This design comes from an exercise in tuning for a short achievable clock period and few clock cycles on the open sky130 flow, not from production work. In this exercise RTL edits were held to simulation tests only and were not proved equivalent to the original. Power is estimated from default activity; no workload was simulated.

==> inputs of build 10 <==
## multicycle_proc
module multicycle_proc (
  input  logic        CLK,
  input  logic        Reset,
  input  logic [31:0] startPC,
  output logic        mem_req,
  output logic        mem_we,
  output logic [31:0] mem_addr,
  output logic [31:0] mem_wdata,
  input  logic [31:0] mem_rdata,
  input  logic        mem_ready,
  output logic [31:0] dmemOut,
  output logic        retire,
  output logic        halted
);
  localparam logic [1:0] OP_ADD = 2'd0, OP_AND = 2'd1, OP_OR = 2'd2, OP_SLT = 2'd3;
  logic        req_q, we_q, data_q;
  logic [31:0] addr_q, wdata_q, fpc_q;
  logic        d_valid;
  logic [31:0] d_ir, d_pc4;
  logic        e_valid, e_fwdA, e_fwdB, e_fwdS, e_sub, e_isBeq, e_pred, e_isLw, e_isSw;
  logic        e_wr, e_val, e_ill;
  logic [1:0]  e_op;
  logic [4:0]  e_dest;
  logic [31:0] e_opA, e_opB, e_sd, e_btgt;
  logic        m_valid, m_isLw, m_wr, m_val;
  logic [4:0]  m_dest;
  logic [31:0] m_res;
  logic        retire_q, halted_q;
  logic [31:0] dmemOut_q;
  logic [31:0] rf [1:31];
  logic stall_g, en;
  assign stall_g = req_q && !mem_ready;
  assign en      = !stall_g && !halted_q;
  logic [5:0]  opcode, funct;
  logic [4:0]  rs, rt, rd;
  logic        isR, rLegal, isAddi, isOri, isLw, isSw, isBeq, isJ, ill, beqSame;
  logic        usesRs, usesRt, wr, val, sub, useImm;
  logic [1:0]  op;
  logic [4:0]  dest;
  logic [31:0] imm, btgt, rsVal, rtVal, mWb;
  logic        stall_D, redirD;
  assign opcode  = d_ir[31:26];
  assign funct   = d_ir[5:0];
  assign rs      = d_ir[25:21];
  assign rt      = d_ir[20:16];
  ...
export LEC_CHECK = 0
export CAP_MARGIN = 20
export CORE_MARGIN = 2
export CORE_UTILIZATION = 40
export SLEW_MARGIN = 20
create_clock -name core_clock -period 6.5 [get_ports {CLK}]
run.sh (not shown) runs the stock make flow with config.mk's settings and CLKGATE_MAP_FILE= SYNTH_SCRIPT=/design/flow/synth_recipe.tcl, a recipe that flattens the netlist after the stock synthesis.
==> build 63: changes against build 10 <==
==> flow/design.v (replaced) <==
module multicycle_proc (
  input  logic        CLK,
  input  logic        Reset,
  input  logic [31:0] startPC,
  output logic        mem_req,
  output logic        mem_we,
  output logic [31:0] mem_addr,
  output logic [31:0] mem_wdata,
  input  logic [31:0] mem_rdata,
  input  logic        mem_ready,
  output logic [31:0] dmemOut,
  output logic        retire,
  output logic        halted
);
  localparam logic [1:0] OP_ADD = 2'd0, OP_AND = 2'd1, OP_OR = 2'd2, OP_SLT = 2'd3;
  function automatic logic [31:0] ks_add(input logic [31:0] a, input logic [31:0] b,
                                         input logic cin);
    logic [31:0] g, p, gn, pn, x;
    x = a ^ b;
    g = a & b;
    p = x;
    g[0] = g[0] | (p[0] & cin);
    for (int l = 0; l < 5; l++) begin
      gn = g;
      pn = p;
      for (int i = (1 << l); i < 32; i++) begin
        gn[i] = g[i] | (p[i] & g[i - (1 << l)]);
        pn[i] = p[i] & p[i - (1 << l)];
      end
      g = gn;
      p = pn;
    end
    ks_add = x ^ {g[30:0], cin};
  endfunction
  logic        req_q, we_q, data_q;
  logic [31:0] addr_q, wdata_q, fpc_q;
  logic        d_valid, d_pred;
  logic [7:0]  d_idx;
  logic [31:0] d_ir, d_pc4;
  logic        e_valid, e_sub, e_isBeq, e_pred, e_isLw, e_isSw;
  logic        e_selSum, e_selAnd, e_selOr, e_selSlt;
  logic        e_wr, e_val, e_ill;
  logic [4:0]  e_dest;
  logic        e_same, e_off0;
  logic [7:0]  e_idx;
  logic [31:0] e_opA, e_opB, e_bx, e_sd, e_alt;
  logic        m_valid, m_isLw, m_wr, m_val;
  logic [4:0]  m_dest;
  logic [31:0] m_res;
  logic        retire_q, halted_q, mp_q;
  logic [31:0] mpTgt_q;
  logic [31:0] dmemOut_q;
  logic [31:0] rf [1:31];
  logic [255:0] bht_q;
  logic stall_g, en;
  assign stall_g = req_q && !mem_ready;
  assign en      = !stall_g && !halted_q;
  logic [5:0]  opcode, funct;
  logic [4:0]  rs, rt, rd;
  logic        isR, rLegal, isAddi, isOri, isLw, isSw, isBeq, isJ, ill, beqSame;
  logic        usesRs, usesRt, wr, val, sub, useImm, fwdA, fwdB, fwdS;
  logic [1:0]  op;
  logic [31:0] opA, opB, sdv;
  logic [4:0]  dest;
  logic [31:0] imm, btgt, rsVal, rtVal, mWb;
  logic        stall_D;
  assign opcode  = d_ir[31:26];
  assign funct   = d_ir[5:0];
  assign rs      = d_ir[25:21];
  assign rt      = d_ir[20:16];
  assign rd      = d_ir[15:11];
  assign isR     = (opcode == 6'd0);
  assign rLegal  = (funct == 6'd32) || (funct == 6'd34) || (funct == 6'd36) ||
                   (funct == 6'd37) || (funct == 6'd42);
  assign isAddi  = (opcode == 6'd8);
  assign isOri   = (opcode == 6'd13);
  assign isLw    = (opcode == 6'd35);
  assign isSw    = (opcode == 6'd43);
  assign isBeq   = (opcode == 6'd4);
  assign isJ     = (opcode == 6'd2);
  assign ill     = !((isR && rLegal) || isAddi || isOri || isLw || isSw || isBeq || isJ);
  assign beqSame = isBeq && (rs == rt);
  assign usesRs  = (isR || isAddi || isOri || isLw || isSw || isBeq) && !beqSame;
  assign usesRt  = (isR || isSw || isBeq) && !beqSame;
  assign wr      = (isR && rLegal) || isAddi || isOri || isLw;
  assign val     = wr || isSw;
  assign dest    = isR ? rd : rt;
  assign sub     = isR && ((funct == 6'd34) || (funct == 6'd42));
  assign useImm  = !(isR || isBeq);
  assign imm     = isOri ? {16'h0000, d_ir[15:0]} : {{16{d_ir[15]}}, d_ir[15:0]};
  assign btgt    = ks_add(d_pc4, {{14{d_ir[15]}}, d_ir[15:0], 2'b00}, 1'b0);
  always_comb begin
    op = OP_ADD;
    if (isR) begin
      case (funct)
        6'd36:   op = OP_AND;
        6'd37:   op = OP_OR;
        6'd42:   op = OP_SLT;
        default: op = OP_ADD;
      endcase
    end else if (isOri) begin
      op = OP_OR;
    end
  end
  assign mWb   = m_isLw ? mem_rdata : m_res;
  assign rsVal = (rs == 5'd0) ? 32'h0 : (m_valid && m_wr && (m_dest == rs)) ? mWb : rf[rs];
  assign rtVal = (rt == 5'd0) ? 32'h0 : (m_valid && m_wr && (m_dest == rt)) ? mWb : rf[rt];
  assign fwdA = e_valid && e_wr && (e_dest == rs) && (rs != 5'd0);
  assign fwdB = e_valid && e_wr && (e_dest == rt) && (rt != 5'd0);
  assign opA  = fwdA ? res : rsVal;
  assign sdv  = fwdB ? res : rtVal;
  assign opB  = useImm ? imm : sdv;
  assign stall_D = d_valid && e_valid && e_isLw && (e_dest != 5'd0) &&
                   ((usesRs && (rs == e_dest)) || (usesRt && (rt == e_dest)));
  logic [31:0] aA, aB, aS, bx, sum, res;
  logic        lt, eq, unal, e_halt, mp, e_mem, ev;
  assign aA  = e_opA;
  assign aB  = e_opB;
  assign aS  = e_sd;
  assign bx  = e_bx;
  assign sum = ks_add(aA, bx, e_sub);
  assign lt  = (aA[31] ^ aB[31]) ? aA[31] : sum[31];
  assign eq  = (aA == aB);
  assign res    = ({32{e_selSum}} & sum) | ({32{e_selAnd}} & (aA & aB)) |
                  ({32{e_selOr}} & (aA | aB)) | {31'd0, e_selSlt & lt} | ({32{e_isSw}} & aS);
  assign ev     = e_valid && !mp_q;
  assign e_mem  = e_isLw || e_isSw;
  assign unal   = e_mem && (sum[1:0] != 2'b00);
  assign e_halt = ev && (e_ill || unal);
  assign mp     = ev && e_isBeq && !e_same && !e_off0 && (eq != e_pred);
  logic        fdone, accept, fIsJ, fPred;
  logic [31:0] fpc4, fpcNext, fBtgt;
  assign fdone  = req_q && !data_q;
  assign accept = fdone && !mp_q && !stall_D;
  assign fIsJ   = (mem_rdata[31:26] == 6'd2);
  assign fPred  = (mem_rdata[31:26] == 6'd4) &&
                  ((mem_rdata[25:21] == mem_rdata[20:16]) || bht_q[fpc_q[9:2]]);
  assign fpc4   = ks_add(fpc_q, 32'd4, 1'b0);
  assign fBtgt  = ks_add({fpc_q[31:2], 2'b11}, {{14{mem_rdata[15]}}, mem_rdata[15:0], 2'b01}, 1'b0);
  logic [31:0] fSeq;
  assign fSeq = fIsJ ? {fpc4[31:28], mem_rdata[25:0], 2'b00} : fpc4;
  always_comb begin
    if (mp_q)                          fpcNext = mpTgt_q;
    else if (!accept)                  fpcNext = fpc_q;
    else if (fPred && !fIsJ)           fpcNext = fBtgt;
    else                               fpcNext = fSeq;
  end
  always_ff @(posedge CLK) begin
    if (Reset) begin
      req_q    <= 1'b1;
      data_q   <= 1'b0;
      we_q     <= 1'b0;
      addr_q   <= startPC;
      wdata_q  <= '0;
      fpc_q    <= startPC;
      d_valid  <= 1'b0;
      e_valid  <= 1'b0;
      bht_q    <= '0;
      m_valid  <= 1'b0;
      halted_q <= 1'b0;
      mp_q     <= 1'b0;
    end else if (en) begin
      mp_q    <= mp;
      mpTgt_q <= e_alt;
      fpc_q <= fpcNext;
      if (e_halt) begin
        req_q <= 1'b0;
        halted_q <= 1'b1;
      end else if (ev && e_mem) begin
        req_q   <= 1'b1;
        data_q  <= 1'b1;
        we_q    <= e_isSw;
        addr_q  <= sum;
        wdata_q <= aS;
      end else begin
        req_q   <= 1'b1;
        data_q  <= 1'b0;
        we_q    <= 1'b0;
        addr_q  <= fpcNext;
      end
      if (mp_q)         d_valid <= 1'b0;
      else if (stall_D) d_valid <= 1'b1;
      else              d_valid <= accept;
      if (fdone && !stall_D) begin
        d_ir   <= mem_rdata;
        d_pc4  <= fpc4;
        d_pred <= fPred;
        d_idx  <= fpc_q[9:2];
      end
      if (ev && e_isBeq && !e_same) bht_q[e_idx] <= eq;
      e_valid <= d_valid && !stall_D && !mp_q;
      e_sub    <= sub;
      e_selSum <= (op == OP_ADD) && !isSw;
      e_selAnd <= (op == OP_AND);
      e_selOr  <= (op == OP_OR);
      e_selSlt <= (op == OP_SLT);
      e_isBeq <= isBeq;
      e_pred  <= d_pred;
      e_same  <= beqSame;
      e_off0  <= (d_ir[15:0] == 16'h0000);
      e_idx   <= d_idx;
      e_isLw  <= isLw;
      e_isSw  <= isSw;
      e_wr    <= wr;
      e_val   <= val;
      e_ill   <= ill;
      e_dest  <= dest;
      e_opA   <= opA;
      e_opB   <= opB;
      e_bx    <= opB ^ {32{sub}};
      e_sd    <= sdv;
      e_alt   <= d_pred ? d_pc4 : btgt;
      m_valid <= ev && !e_halt;
      m_isLw  <= e_isLw;
      m_wr    <= e_wr;
      m_val   <= e_val;
      m_dest  <= e_dest;
      m_res   <= res;
    end
  end
  always_ff @(posedge CLK) begin
    if (Reset) begin
      retire_q  <= 1'b0;
      dmemOut_q <= '0;
      for (int i = 1; i < 32; i++) rf[i] <= '0;
    end else begin
      retire_q <= en && m_valid;
      if (en && m_valid) begin
        if (m_val) dmemOut_q <= mWb;
        if (m_wr && (m_dest != 5'd0)) rf[m_dest] <= mWb;
      end
    end
  end
  assign mem_req   = req_q;
  assign mem_we    = we_q;
  assign mem_addr  = addr_q;
  assign mem_wdata = wdata_q;
  assign dmemOut   = dmemOut_q;
  assign retire    = retire_q;
  assign halted    = halted_q;
endmodule
==> flow/flow/run.sh (new file) <==
#!/bin/bash
# Standard layout, with two changes to how ORFS sizes cells: resizing may swap a
# cell for one with another footprint, and ports get buf_4 buffers instead of
# the delay buffer buffer_ports picks by default. Full output goes to standard.log.
set -euo pipefail
bash standard.sh MATCH_CELL_FOOTPRINT=0 'BUFFER_PORTS_ARGS=-buffer_cell sky130_fd_sc_hd__buf_4' finish > standard.log 2>&1
==> flow/standard.sh (new file) <==
#!/bin/bash
# synth_recipe.tcl (not shown) runs the flow's synth.tcl, then flattens the netlist and writes it again
# the make line also repeats each setting of config.mk as NAME=value (left out here)
make -C /OpenROAD-flow-scripts/flow DESIGN_CONFIG=/design/flow/config.mk WORK_HOME=/design/flow/orfs CLKGATE_MAP_FILE= SYNTH_SCRIPT=/design/flow/synth_recipe.tcl "${@:-finish}"
==> flow/config.mk (replaced) <==
export PLATFORM = sky130hd
export DESIGN_NAME = multicycle_proc
export DESIGN_NICKNAME = multicycle_proc
export VERILOG_FILES = /design/flow/design.v
export SDC_FILE = /design/flow/constraint.sdc
export NUM_CORES = 4
export LEC_CHECK = 0
export ABC_CLOCK_PERIOD_IN_PS = 1000
export CAP_MARGIN = 20
export CORE_MARGIN = 2
export CORE_UTILIZATION = 40
export SETUP_SLACK_MARGIN = 4.0
export SLEW_MARGIN = 20
export TNS_END_PERCENT = 100
removed: flow/run.sh
==> summary of the runs <==
- Build 10 completed without violations. Build 63 ran to the end with no violations.
- Between build 10 and build 63, the lower via count is in build 10 (gap 31%, measured against build 63).
- Maximum frequency: build 63 is larger than build 10 (about 40%).
- Sequential cell count: build 63 is higher than build 10 (344).
- Wire length: build 10 is smaller than build 63 (about 35%).
- In build 63 the area after synthesis is higher than in build 10, by 20%.
- Of build 63 and build 10, build 63 has the higher register-to-register slack (gap 1.5 ns).
- Between build 10 and build 63, the lower first-iteration DRC count is in build 10 (gap about 50%, measured against build 63).
- In build 63 the clock skew is higher than in build 10, by 0.041 ns.
- Of build 63 and build 10, build 63 has the higher die area (gap about 20%, measured against build 10).
==> figures <==
                                                                  build 63             build 10
Number of flops mapped to enable cells by yosys                      1,420                1,338
Setup fix buffers added after clock tree synthesis                     372                    0
Wire length the detailed router placed on met1                  128,000 um            95,100 um
Source of the worst register-to-register timing path    fpc_q[2]$_DFFE_PP_     e_fwdB$_DFFE_PP_
Vertical die dimension                                              479 um               437 um
Fraction of standard cell area in multi-input logic                  0.382                0.371
Max incr delay on CP                                               0.55 ns              0.86 ns
Power consumed by the clock network                              11,000 uW              8900 uW
Clock buffer count in the final layout                                 254                  196
Worst Max-Slew Pin Slew                                            1.38 ns              1.14 ns
Area fraction of clock buffers and clock inverters                  0.0509               0.0587
Crit path capture                                     addr_q[27]$_DFFE_PP_  m_res[29]$_DFFE_PP_
Result of the run                         no timing/DRC/antenna violations  no timing/DRC/antenna violations
Worst Hold End                                          e_idx[1]$_DFFE_PP_      m_val$_DFFE_PP_
Endpoint of the worst-slack reg-to-reg timing path    addr_q[27]$_DFFE_PP_  m_res[29]$_DFFE_PP_
Drt first pass iters                                                     8                    5
Setup repair after global routing missed its margin                    yes                   no
Flip-flop and latch share of the layout cell area                    0.408                0.489
Worst rel slew slack                                                0.0800                0.238
Testbench counts of build 10, summed over its fixed seeds: cycles 11,539.
Testbench counts of build 63, summed over its fixed seeds: cycles 10,911.

==> static timing again, ports no longer ideal <==
The flow's constraints put no driver on any port. The routed layouts listed below were extracted and timed again, unchanged, in two steps. Step 1 sets driving cells, clkbuf_16 on the clock port and buf_2 on the other inputs (assumed; they add their load-dependent delay and slew). Step 2 also shifts input and output timing later by t, the mid clock arrival at the registers, as if the neighbouring blocks saw the same clock. Slacks: no drivers / after step 1 / after step 2; pairs: no drivers / after step 1.
run | shift t [ns] | slack for setup (ns) | cell pins on the clock port's net
build 10 | 0.908 | 1.178 / 1.178 / 1.178 | 1
build 63 | 0.951 | 2.664 / 2.664 / 1.862 | 1
After both steps setup and hold are still met in every run listed. For build 63, which loses most, drivers alone change the setup slack by 0.000 ns; drivers and shift together by -0.802 ns.
